Background: an optimization exercise with open tools, aiming at small area, a short achievable clock period and few clock cycles. Do not read the settings as production practice. Where RTL was checked, it was by simulation tests only, not by an equivalence proof against the original. Power figures rest on the tool's default switching activity, not on a simulated workload.

## north
==> module alu_carry, before the edit <==
module alu_carry (
    input  wire [31:0] p_i,
    input  wire [31:0] g_i,
    input  wire        cin_i,
    output logic [31:0] c_o
);
    logic [31:0] gg, pp;
    always_comb begin
        gg = g_i;
        pp = p_i;
        gg[0] = g_i[0] | (p_i[0] & cin_i);
        for (int l = 1; l < 32; l = l * 2) begin
            for (int i = 2 * l - 1; i < 32; i = i + 2 * l) begin
                gg[i] = gg[i] | (pp[i] & gg[i - l]);
                pp[i] = pp[i] & pp[i - l];
            end
        end
        for (int l = 8; l >= 1; l = l / 2) begin
            for (int i = 3 * l - 1; i < 32; i = i + 2 * l) begin
                gg[i] = gg[i] | (pp[i] & gg[i - l]);
                pp[i] = pp[i] & pp[i - l];
            end
        end
        c_o = {gg[30:0], 1'b0} | {31'd0, cin_i};
    end
endmodule
clock: 14.0 ns
lec_check: 0
cap_margin: 20
core_margin: 2
core_utilization: 50
cts_buf_list: sky130_fd_sc_hd__clkbuf_8
cts_cluster_diameter: 60
cts_cluster_size: 16
place_density: 0.6
setup_slack_margin: 5
slew_margin: 20
synth_hierarchical: 1
tns_end_percent: 5
standard.sh (not shown) runs the stock make flow with config.mk's settings and CLKGATE_MAP_FILE= SYNTH_SCRIPT=/design/flow/synth_recipe.tcl, a recipe that flattens the netlist after the stock synthesis.
==> flow/flow/run.sh <==
#!/bin/bash
# Standard layout, with fast buffers on the ports.
set -euo pipefail
bash standard.sh "BUFFER_PORTS_ARGS=-buffer_cell sky130_fd_sc_hd__buf_4" SETUP_SLACK_MARGIN=6 finish > standard_make.log 2>&1
Testbench counts of north, summed over its fixed seeds: cycles 11,399.
Input-level comparison between south and north:
-- flow/design.v --
<<< north, line 73
    output logic [31:0] c_o
);
    logic [31:0] gg, pp;
    always_comb begin
        gg = g_i;
        pp = p_i;
        gg[0] = g_i[0] | (p_i[0] & cin_i);
        for (int l = 1; l < 32; l = l * 2) begin
            for (int i = 2 * l - 1; i < 32; i = i + 2 * l) begin
                gg[i] = gg[i] | (pp[i] & gg[i - l]);
                pp[i] = pp[i] & pp[i - l];
            end
        end
        for (int l = 8; l >= 1; l = l / 2) begin
            for (int i = 3 * l - 1; i < 32; i = i + 2 * l) begin
                gg[i] = gg[i] | (pp[i] & gg[i - l]);
                pp[i] = pp[i] & pp[i - l];
            end
        end
        c_o = {gg[30:0], 1'b0} | {31'd0, cin_i};
>>> south, line 73
    output logic [31:0] c_o
);
    logic [31:0] gg, pp, gn, pn;
    always_comb begin
        gg = g_i;
        pp = p_i;
        gg[0] = g_i[0] | (p_i[0] & cin_i);
        for (int l = 0; l < 5; l++) begin
            gn = gg;
            pn = pp;
            for (int i = 0; i < 32; i++) begin
                if ((i >> l) % 2 == 1) begin
                    gn[i] = gg[i] | (pp[i] & gg[((i >> l) << l) - 1]);
                    pn[i] = pp[i] & pp[((i >> l) << l) - 1];
                end
            end
            gg = gn;
            pp = pn;
        end
        c_o = {gg[30:0], 1'b0} | {31'd0, cin_i};
## What came out
The final layouts of north and south pass the timing, DRC and antenna checks. The final reports for south and north show sequential share of layout area higher in the former. south consumes less power than north does. Multi-input logic area: south vs north down about 2%. For the multi-input gate share of the layout cell area, south came in 0.65 points higher than north did. As far as count of standard-cell rows goes, north and south are indistinguishable; the numbers are identical. north → south: worst-case setup margin in the final layout fell 0.11 ns, cell area after synthesis about even, clock transition at the registers of the reported paths rose 0.02 ns.
No functional check of the RTL was part of south.

---

## run 1
cpu_lite_top, a different RTL version from the one above (not shown whole).
For scale: ~28 I/O pins.
Design cpu_lite_top, start of the top module:
module cpu_lite_top (
    input  wire        clk_i,
    input  wire        reset,
    input  wire        host_valid_i,
    input  wire [7:0]  host_byte_i,
    input  wire [4:0]  reg_sel_i,
    input  wire [1:0]  byte_sel_i,
    output wire [7:0]  value_o,
    output wire        is_positive_o,
    output wire        done_o
);
==> flow/config.mk <==
export PLATFORM = sky130hd
export DESIGN_NAME = cpu_lite_top
export DESIGN_NICKNAME = cpu_lite_top
export VERILOG_FILES = /design/flow/design.v
export SDC_FILE = /design/flow/constraint.sdc
export NUM_CORES = 8
export LEC_CHECK = 0
export CAP_MARGIN = 20
export CORE_MARGIN = 2
export CORE_UTILIZATION = 50
export CTS_BUF_LIST = sky130_fd_sc_hd__clkbuf_8
export CTS_CLUSTER_DIAMETER = 60
export CTS_CLUSTER_SIZE = 16
export PLACE_DENSITY = 0.6
export SETUP_SLACK_MARGIN = 5
export SLEW_MARGIN = 20
export SYNTH_HIERARCHICAL = 1
export TNS_END_PERCENT = 5
==> flow/constraint.sdc <==
create_clock -name core_clock -period 14.0 [get_ports {clk_i}]
set_input_delay 2.8000 -clock core_clock [delete_from_list [all_inputs] [get_ports {clk_i}]]
set_output_delay 2.8000 -clock core_clock [all_outputs]
set_load 0.01 [all_outputs]
Scripts as last shown in full above: flow/flow/run.sh
The following lists how run 3 was set up differently from run 1:
--- a/flow/design.v
+++ b/flow/design.v
@@ -132,55 +132,62 @@
     output wire r_o
 );
     wire lg = (p_i & use_p_i) | (g_i & use_g_i);
     assign r_o = (sll_i ? ~shn_i : (lg ^ (c_i & arith_i))) | set_i;
 endmodule
 `default_nettype wire
 `default_nettype none
 module reg_file (
     input  wire        clk_i,
     input  wire        reset,
-    input  wire [4:0]  addr_i,     
+    input  wire [4:0]  addr_n_i,   
     output logic [31:0] lo_o,      
     output logic [31:0] hi_o,      
     output logic [15:0] match_o,   
     input  wire        wr_en_i,    
     input  wire [15:0] drop_i,     
     input  wire [3:0]  idx_i,
     input  wire [4:0]  wr_tag_i,
     input  wire [31:0] wr_data_i
 );
-    logic [15:0] valid;
+    logic [15:0] valid_q;
     logic [4:0]  tag_q  [16];
     logic [31:0] data_q [16];
     logic [15:0] match;
     logic [15:0] sel;
     logic [15:0] keep;
     for (genvar i = 0; i < 16; i++) begin : g_match
-        tag_eq u_eq (.tag_i (tag_q[i]), .addr_i (addr_i), .eq_o (match[i]));
+        tag_eq u_eq (.tag_i (tag_q[i]), .addr_n_i (addr_n_i), .eq_o (match[i]));
     end
     always_comb begin
         lo_o = '0;
         hi_o = '0;
         for (int i = 0; i < 16; i++) begin
             sel[i]   = (idx_i == i[3:0]);
             if (i < 8) lo_o = lo_o | (data_q[i] & {32{match[i]}});
             else       hi_o = hi_o | (data_q[i] & {32{match[i]}});
         end
     end
     assign match_o = match;
-    always_comb begin
-        for (int i = 0; i < 16; i++) begin
-            valid[i] = |tag_q[i];
-            keep[i]  = valid[i] & ~reset & ~(wr_en_i & drop_i[i]);
+    always_ff @(posedge clk_i or posedge reset) begin
+        if (reset) begin
+            valid_q <= '0;
+        end else begin
+            for (int i = 0; i < 16; i++) begin
+                if (wr_en_i && sel[i])                 valid_q[i] <= 1'b1;
+                else if (wr_en_i && drop_i[i])          valid_q[i] <= 1'b0;
+            end
         end
     end
+    always_comb begin
+        for (int i = 0; i < 16; i++) keep[i] = valid_q[i] & ~(wr_en_i & drop_i[i]);
+    end
     for (genvar i = 0; i < 16; i++) begin : g_entry
         for (genvar j = 0; j < 5; j++) begin : g_tag
             rf_bit u_bit (
                 .clk_i  (clk_i),
                 .hold_i (keep[i]),
                 .we_i   (wr_en_i & sel[i]),
                 .d_i    (wr_tag_i[j]),
                 .q_o    (tag_q[i][j])
             );
         end
@@ -205,24 +212,24 @@
     output logic q_o
 );
     always_ff @(posedge clk_i) begin
         q_o <= (q_o & hold_i) | (d_i & we_i);
     end
 endmodule
 `default_nettype wire
 `default_nettype none
 module tag_eq (
     input  wire [4:0] tag_i,
-    input  wire [4:0] addr_i,
+    input  wire [4:0] addr_n_i,
     output wire       eq_o
 );
-    assign eq_o = (tag_i == addr_i);
+    assign eq_o = (tag_i == ~addr_n_i);
 endmodule
 `default_nettype wire
 `default_nettype none
 module cpu_lite_top (
     input  wire        clk_i,
     input  wire        reset,
     input  wire        host_valid_i,
     input  wire [7:0]  host_byte_i,
     input  wire [4:0]  reg_sel_i,
     input  wire [1:0]  byte_sel_i,
@@ -314,48 +321,48 @@
     for (genvar j = 0; j < 32; j++) begin : g_a
         rf_bit u_bit (.clk_i (clk_i), .hold_i (~ld2), .we_i (ld2), .d_i (rdata[j]), .q_o (a_q[j]));
     end
     wire sel_host = ~loading_q;
     wire sel_rs1  = loading_q & (phase_q == 2'd2);
     wire sel_rd   = loading_q & (phase_q == 2'd3);
     wire sel_rs2  = loading_q & wr_q & ~is_i_q;
     wire [4:0] rs2 = {b3_q[0], b2_q};
     wire [4:0] from_regs = ({5{sel_rd}} & rd) | ({5{sel_rs2}} & rs2) |
                            {4'd0, sel_rs1 & b1_q[7]};
-    wire [4:0] addr;
-    assign addr[0] = (sel_host & reg_sel_i[0]) | from_regs[0];
+    wire [4:0] addr_n;    
+    assign addr_n[0] = ~((sel_host & reg_sel_i[0]) | from_regs[0]);
     for (genvar k = 1; k < 5; k++) begin : g_addr
         addr_bit u_addr (
             .host_i  (sel_host),
             .sel_i   (reg_sel_i[k]),
             .rs1_i   (sel_rs1),
             .byte_i  (host_byte_i[k - 1]),
             .regs_i  (from_regs[k]),
-            .addr_o  (addr[k])
+            .addr_n_o (addr_n[k])
         );
     end
     wire [31:0] imm = {{20{b3_q[7]}}, b3_q, b2_q};
     wire [31:0] opb = rdata | (imm & {32{is_i_q}});
     alu u_alu (
         .is_r_i   (is_r_q),
         .is_i_i   (is_i_q),
         .f3_i     (b1_q[6:4]),
         .f7z_i    (b3_q[7:1] == 7'b0000000),
         .f7s_i    (b3_q[7:1] == 7'b0100000),
         .a_i      (a_q),
         .b_i      (opb),
         .result_o (result)
     );
     reg_file u_reg_file (
         .clk_i     (clk_i),
         .reset     (reset),
-        .addr_i    (addr),
+        .addr_n_i  (addr_n),
         .lo_o      (rd_lo),
         .hi_o      (rd_hi),
         .match_o   (match),
         .wr_en_i   (wr_en),
         .drop_i    (drop_q),
         .idx_i     (count_q[3:0]),
         .wr_tag_i  (rd),
         .wr_data_i (result)
     );
     wire [3:0] bsel = 4'b0001 << byte_sel_i;
@@ -382,15 +389,15 @@
                     (w[23:16] & {8{sel_i[2]}}) | (w[31:24] & {8{sel_i[3]}});
 endmodule
 `default_nettype wire
 `default_nettype none
 module addr_bit (
     input  wire host_i,
     input  wire sel_i,
     input  wire rs1_i,
     input  wire byte_i,
     input  wire regs_i,
-    output wire addr_o
+    output wire addr_n_o
 );
-    assign addr_o = (host_i & sel_i) | (rs1_i & byte_i) | regs_i;
+    assign addr_n_o = ~((host_i & sel_i) | (rs1_i & byte_i) | regs_i);
 endmodule
 `default_nettype wire
Register count in run 3 is higher than in run 1.
Min cell area power density across run 1 and run 3: run 1
Summary of run 3 over run 1: switching power total now larger, power share of the combinational group +2.1 points, number of non-clock inverters saw a decrease, area of the core climbed 0.39%.
Between run 3 and run 1, it is run 3 whose initial antenna violation count is higher, by 2.
No functional check of the RTL was part of any run of this note.

## afterwards: timing with drivers on the ports
In the flow no input, the clock included, has a driving cell. The finished layouts below were timed again as built, in two steps. Step 1 sets driving cells, clkbuf_16 on the clock port and buf_2 on the other inputs (assumed; they add their load-dependent delay and slew). Step 2 moves the port delays by t, midway between the first and last clock arrival at a register: inputs arrive t later, outputs are due t later. That takes back most of the time a late clock gives input paths. Three values: ideal, step 1, step 2; two values: the first two.
run	t (ns)	setup slack, ns	worst setup path after step 2	pins driven straight from the clock port
north	0.758	5.959 / 5.930 / 5.277	input to register	1
south	0.756	5.847 / 5.827 / 5.126	input to register	1
run 1	0.764	5.784 / 5.750 / 5.191	input to register	1
run 3	0.754	5.815 / 5.787 / 5.531	input to register	1
After both steps setup and hold are still met in every run listed. For south, which loses most, drivers alone change the setup slack by -0.020 ns; drivers and shift together by -0.721 ns.
